Context: an optimization exercise on an open-source flow, tuned for small area, a short achievable clock period and few clock cycles per item. The choices shown serve that exercise and are no tape-out recipe.
Function was checked by simulation only, so behaviour that the tests miss may differ from the original.

File: flow/run.sh
#!/bin/bash
# synth_recipe.tcl (not shown) runs the flow's synth.tcl, then flattens the netlist and writes it again
# the make line also repeats each setting of config.mk as NAME=value (left out here)
make -C /OpenROAD-flow-scripts/flow DESIGN_CONFIG=/design/flow/config.mk WORK_HOME=/design/flow/orfs CLKGATE_MAP_FILE= SYNTH_SCRIPT=/design/flow/synth_recipe.tcl finish
File: flow/config.mk
export PLATFORM = sky130hd
export DESIGN_NAME = nn_mac_array
export DESIGN_NICKNAME = nn_mac_array
export VERILOG_FILES = /design/flow/design.v
export SDC_FILE = /design/flow/constraint.sdc
export NUM_CORES = 4
export LEC_CHECK = 0
export CAP_MARGIN = 20
export CORE_MARGIN = 2
export CORE_UTILIZATION = 40
export SLEW_MARGIN = 20
File: flow/constraint.sdc
create_clock -name core_clock -period 8.0 [get_ports {clk}]
set_input_delay 1.6000 -clock core_clock [delete_from_list [all_inputs] [get_ports {clk}]]
set_output_delay 1.6000 -clock core_clock [all_outputs]
set_load 0.01 [all_outputs]
File: flow/design.v
module nn_mac_array #(
    parameter int LANES  = 4,
    parameter int DWIDTH = 16,
    parameter int FRAC   = 8,
    parameter int AWIDTH = 40,
    parameter int CWIDTH = 16
) (
    input  logic                    clk,
    input  logic                    rst_n,
    input  logic                    s_valid,
    output logic                    s_ready,
    input  logic                    s_last,
    input  logic [DWIDTH-1:0]       s_x,
    input  logic [LANES*DWIDTH-1:0] s_w,
    input  logic [LANES*DWIDTH-1:0] s_bias,
    input  logic                    relu_en,
    output logic                    m_valid,
    input  logic                    m_ready,
    output logic [LANES*DWIDTH-1:0] m_data,
    output logic [LANES-1:0]        m_ovf,
    output logic [CWIDTH-1:0]       m_count,
    output logic                    busy
);
    localparam int PWIDTH = 2 * DWIDTH;
    localparam logic signed [AWIDTH-1:0] SAT_MAX =
        {{(AWIDTH-DWIDTH+1){1'b0}}, {(DWIDTH-1){1'b1}}};
    localparam logic signed [AWIDTH-1:0] SAT_MIN =
        {{(AWIDTH-DWIDTH+1){1'b1}}, {(DWIDTH-1){1'b0}}};
    localparam logic signed [AWIDTH-1:0] RND =
        {{(AWIDTH-1){1'b0}}, 1'b1} << (FRAC-1);
    typedef enum logic [1:0] {
        ACC   = 2'd0,
        DRAIN = 2'd1,
        FIN   = 2'd2,
        OUT   = 2'd3
    } state_t;
    state_t state_q, state_d;
    logic s_hs;
    logic m_hs;
    logic signed [PWIDTH-1:0] prod_d [LANES];
    logic signed [PWIDTH-1:0] prod_q [LANES];
    logic                     prod_vld_q;
    logic signed [AWIDTH-1:0] acc_q  [LANES];
    logic [CWIDTH-1:0]        cnt_q;
    logic [LANES*DWIDTH-1:0]  bias_q;
    logic                     relu_q;
    logic [LANES*DWIDTH-1:0]  res_d;
    logic [LANES-1:0]         ovf_d;
    assign s_hs = s_valid & s_ready;
    assign m_hs = m_valid & m_ready;
    assign busy = (state_q != ACC);
    always_comb begin
        state_d = state_q;
        case (state_q)
            ACC:     if (s_hs && s_last) state_d = DRAIN;
            DRAIN:   state_d = FIN;
            FIN:     state_d = OUT;
            OUT:     if (m_hs) state_d = ACC;
            default: state_d = ACC;
        endcase
    end
    always_ff @(posedge clk or negedge rst_n) begin
        if (!rst_n) begin
            state_q <= ACC;
            s_ready <= 1'b0;
            m_valid <= 1'b0;
        end else begin
            state_q <= state_d;
            s_ready <= (state_d == ACC);
            m_valid <= (state_d == OUT);
        end
    end
    for (genvar i = 0; i < LANES; i++) begin : g_lane
        logic signed [DWIDTH-1:0] bias_i;
        logic signed [AWIDTH-1:0] sum;
        logic signed [AWIDTH-1:0] shifted;
        logic signed [DWIDTH-1:0] sat;
        logic                     clip;
        assign prod_d[i] = PWIDTH'($signed(s_x)) * PWIDTH'($signed(s_w[i*DWIDTH +: DWIDTH]));
        assign bias_i  = bias_q[i*DWIDTH +: DWIDTH];
        assign sum     = acc_q[i] + (AWIDTH'(bias_i) <<< FRAC) + RND;
        assign shifted = sum >>> FRAC;
        always_comb begin
            clip = 1'b0;
            sat  = shifted[DWIDTH-1:0];
            if (shifted > SAT_MAX) begin
                sat  = SAT_MAX[DWIDTH-1:0];
                clip = 1'b1;
            end else if (shifted < SAT_MIN) begin
                sat  = SAT_MIN[DWIDTH-1:0];
                clip = 1'b1;
            end
            if (relu_q && sat[DWIDTH-1]) begin
                sat = '0;
            end
        end
        assign res_d[i*DWIDTH +: DWIDTH] = sat;
        assign ovf_d[i]                  = clip;
    end
    always_ff @(posedge clk or negedge rst_n) begin
        if (!rst_n) begin
            for (int i = 0; i < LANES; i++) begin
                prod_q[i] <= '0;
                acc_q[i]  <= '0;
            end
            prod_vld_q <= 1'b0;
            cnt_q      <= '0;
            bias_q     <= '0;
            relu_q     <= 1'b0;
            m_data     <= '0;
            m_ovf      <= '0;
            m_count    <= '0;
        end else begin
            prod_vld_q <= s_hs;
            for (int i = 0; i < LANES; i++) begin
                if (s_hs) begin
                    prod_q[i] <= prod_d[i];
                end
                if (m_hs) begin
                    acc_q[i] <= '0;
                end else if (prod_vld_q) begin
                    acc_q[i] <= acc_q[i] + AWIDTH'(prod_q[i]);
                end
            end
            if (m_hs) begin
                cnt_q <= '0;
            end else if (s_hs && (cnt_q != '1)) begin
                cnt_q <= cnt_q + 1'b1;
            end
            if (s_hs && s_last) begin
                bias_q <= s_bias;
                relu_q <= relu_en;
            end
            if (state_q == FIN) begin
                m_data  <= res_d;
                m_ovf   <= ovf_d;
                m_count <= cnt_q;
            end
        end
    end
endmodule
==> impl_metrics.json <==
{
  "status": "timing/DRC/antenna clean",
  "post-route-util_pct": 45.8,
  "critPathMaxStageDelay_ns": 0.64,
  "fin_skew_ns": 0.0292,
  "max-cap-violations": 0,
  "clkSinkCount": 458,
  "cts_root_buffer": "clkbuf_16",
  "hold_buffers": 0,
  "grtUsageTotal_pct": 20.7,
  "tns_ns": 0,
  "drtAntennaViolNets": 0,
  "critPathKind": "primary input to flop",
  "cts_setup_buffers": 0,
  "min_period_ns": 7.68,
  "synth_seq_area_share_pct": 16.2,
  "r2r-end": "acc_q[2][39]",
  "yosys.area.top_type": "fa_1",
  "drc": 0,
  "hold_viol": 0,
  "io_buffers": 236,
  "io_pins": 237,
  "netlist_area_sq_mm": 0.0707,
  "drive_above_1_share_pct": 8.84,
  "synth_edf_count": 0,
  "dp_hpwl_um": 154000,
  "die_x_um": 424,
  "fmax_mhz": 130,
  "worst_path_max_delay_cell": "clkdlybuf4s50_1",
  "maxSlewHeadroom_pct": 30.7,
  "initial_core_util_pct": 40.2,
  "cts_max_level": 2,
  "finalHoldWorstSlack_ns": 0.473,
  "crit_path_start_kind": "primary input",
  "setup_ws_ns": 0.319,
  "routed_wl_um": 185000,
  "crit_chain": "clkdlybuf4s50_1 > buf_4 > nand2_1 > fa_1 > fa_1 > fa_1 > inv_1 > fa_1 > fa_1 > inv_1 > fa_1 > inv_1 > ha_1 > a21o_1 > a21oi_1 > and3b_1 > a21oi_1 > a221o_1 > a2111oi_0 > or3_1 > o221ai_1 > a21oi_1 > xnor2_1 > o21ai_0",
  "crit_path_end_kind": "flop",
  "yosysTopAreaCellShare_pct": 29.9,
  "critPathTopFamily": "adder cells",
  "die_y_um": 424,
  "setup_viol": 0,
  "yosysMostFrequentCell": "inv_1",
  "crit_top_cell": "fa_1",
  "cts_tree": "done",
  "final_max_slew_viol_count": 0,
  "cts_buffers": 50,
  "ys_top_cells_by_count": "inv_1 (1217), fa_1 (1056), nand2_1 (845)",
  "synth_top_flop_cell": "dfrtp_1",
  "grt_first_pass_wirelength_um": 305000,
  "viasPerCell": 5.10,
  "globalplace.congestion": 0.891,
  "clock_latency_ns": 0.64,
  "fp.dieArea_sq_mm": 0.180,
  "min_period_over_period_pct": 96.0,
  "hold_end": "m_count[11]",
  "tightest_slew_ns": 1.03,
  "placed_cells": 10500,
  "synth_cell_type_count": 97,
  "area_delta_synth_final_pct": 14.1,
  "grt_max_degree": 133,
  "min_from": "m_count[11]",
  "yosysWarnings": 4,
  "syn_nets": 9573,
  "antenna_found_initial": 19,
  "gr-total-overflow": 0,
  "hold_depth": 2,
  "synth.area.top_cells": "fa_1 (30%), dfrtp_1 (16%), ha_1 (11%)",
  "cp.required_ns": 8.46,
  "wl_per_cell_um": 17.4,
  "dr.pass1.iters": 5,
  "nNetsFinal": 10000,
  "drt_iter0_markers": 3216,
  "clk_pin_slew_ns": 0.06,
  "r2r_slack_ns": 3.30,
  "reg2reg_depth": 13,
  "stdcell_area_sq_mm": 0.0807,
  "core-area_sq_mm": 0.176,
  "synthCells": 7758,
  "critical_path_buf_inv_count": 5,
  "path_max_fanout": 5,
  "crit-reg2reg-launch": "prod_q[2][1]",
  "worst_ep_arrival_time_ns": 8.14,
  "postSynthAreaPerCell_sq_um": 9.11,
  "grt_pass1_vias": 56300,
  "synth-async-reset-ratio_pct": 100,
  "final_cells": 10600,
  "hp-class": "flop to flop",
  "yosys_register_bits": 458,
  "placed_area_sq_mm": 0.0788,
  "cts.path.max_buffers": 3,
  "vias": 54000,
  "place_ws_ns": -0.301,
  "rsz0062_at_grt": "false",
  "num_rows": 154
}
layout make-up:
cell class | count | area [sq um]
tap | 2340 | 2930
clock inverter | 26 | 405
inverter | 1218 | 4570
antenna | 5 | 12.5
sequential | 458 | 11500
fill | 16900 | 95300
clock buffer | 66 | 1390
multi-input combinational | 5775 | 53500
timing repair buffer | 694 | 6390
flip-flops by register name (all words and copies together) (netlist names):
| name | cells |
|---|---|
| acc_q | 160 |
| prod_q | 128 |
| bias_q | 64 |
| m_data | 64 |
| cnt_q | 16 |
| m_count | 16 |
| m_ovf | 4 |
| state_q | 2 |
| m_valid | 1 |
| prod_vld_q | 1 |
| relu_q | 1 |
| s_ready | 1 |
how the worst max path moves through the flow:
stage                 start            end  cells after the start
global route        s_w[49]  prod_q[3][31]                     26
floorplan           s_x[15]  prod_q[1][31]                     23
global placement    s_w[36]  prod_q[2][29]                     27
finish               s_w[2]  prod_q[0][31]                     24
CTS                  s_w[2]  prod_q[0][31]                     24
detailed placement   s_w[2]  prod_q[0][31]                     24
cells in the final DEF, fill, tap and decap left out, types with 53 or more instances in the layout:
cell,synthesis,layout
a21o_1,189,189
a21oi_1,370,369
and2_1,511,511
buf_12,0,53
buf_4,2,405
clkdlybuf4s50_1,0,219
dfrtp_1,458,457
fa_1,1056,1055
ha_1,609,609
inv_1,1217,1216
mux2_2,85,85
mux2i_1,97,97
nand2_1,845,843
nand3_1,79,79
nor2_1,447,447
nor3_1,62,62
o21ai_0,293,293
o21bai_1,56,56
xnor2_1,260,260
xor2_1,142,142
kinds of logic (layout without fill, tap and decap cells):
kind of cell / Yosys count / count (layout) / synth area share (%)
AOI/OAI and AO/OA: 1311 / 1311 / 12.2
adders and majority gates: 1665 / 1665 / 40.7
DFF: 458 / 458 / 16.2
and+or+nand+nor: 2215 / 2215 / 15.0
muxes: 182 / 182 / 2.73
buffers and inverters: 1525 / 2004 / 8.14
xor gates and xnor gates: 402 / 402 / 4.98
other: 0 / 5 / 0
repair_timing:
item / CTS / global route
endpoints found under the setup margin: 0 / 2
resized for setup: 0 / 2
endpoints found under the hold margin: 0 / 0
tightest hold or removal path: stages, from the launching register on:
cell	delay (ns)
dfrtp_1	0.34
nand2_1	0.05
nand2_1	0.05
metal layers:
layer / global-route usage (%) / up-vias / share of wire (%)
met4: 5.09 / 24 / 2.6
met3: 2.58 / 212 / 4.8
li1: - / 25900 / -
met5: 0 / - / 0.081
met1: 30.1 / 26700 / 48
met2: 32.9 / 1066 / 44
Testbench counts, summed over its fixed seeds: cycles 18,469, items 1,600.

-- what the ideal ports hide --
The results above use ideal ports. As a check the final layout listed here was re-extracted and re-timed, cells and wires unchanged. Step 1 sets driving cells, clkbuf_16 on the clock port and buf_2 on the other inputs (assumed; they add their load-dependent delay and slew). Step 2, shift: input delay + t, output delay - t, t = (earliest + latest rising clock arrival at the registers) / 2. This alone moves slack from input paths to output paths. Three values: no drivers, after step 1, after step 2; two values: the first two.
t (ns): 0.693
setup WS [ns]: 0.319 / 0.357 / -0.335
worst setup path after step 2: input to register
clock arrival spread, ns: 0.031 / 0.031
worst slew at a driven data input, ns: 0.15
With both steps, setup timing fails in this run, where it was met with ideal ports. The setup slack of this run moves by +0.038 ns with the drivers and by -0.654 ns with both steps.
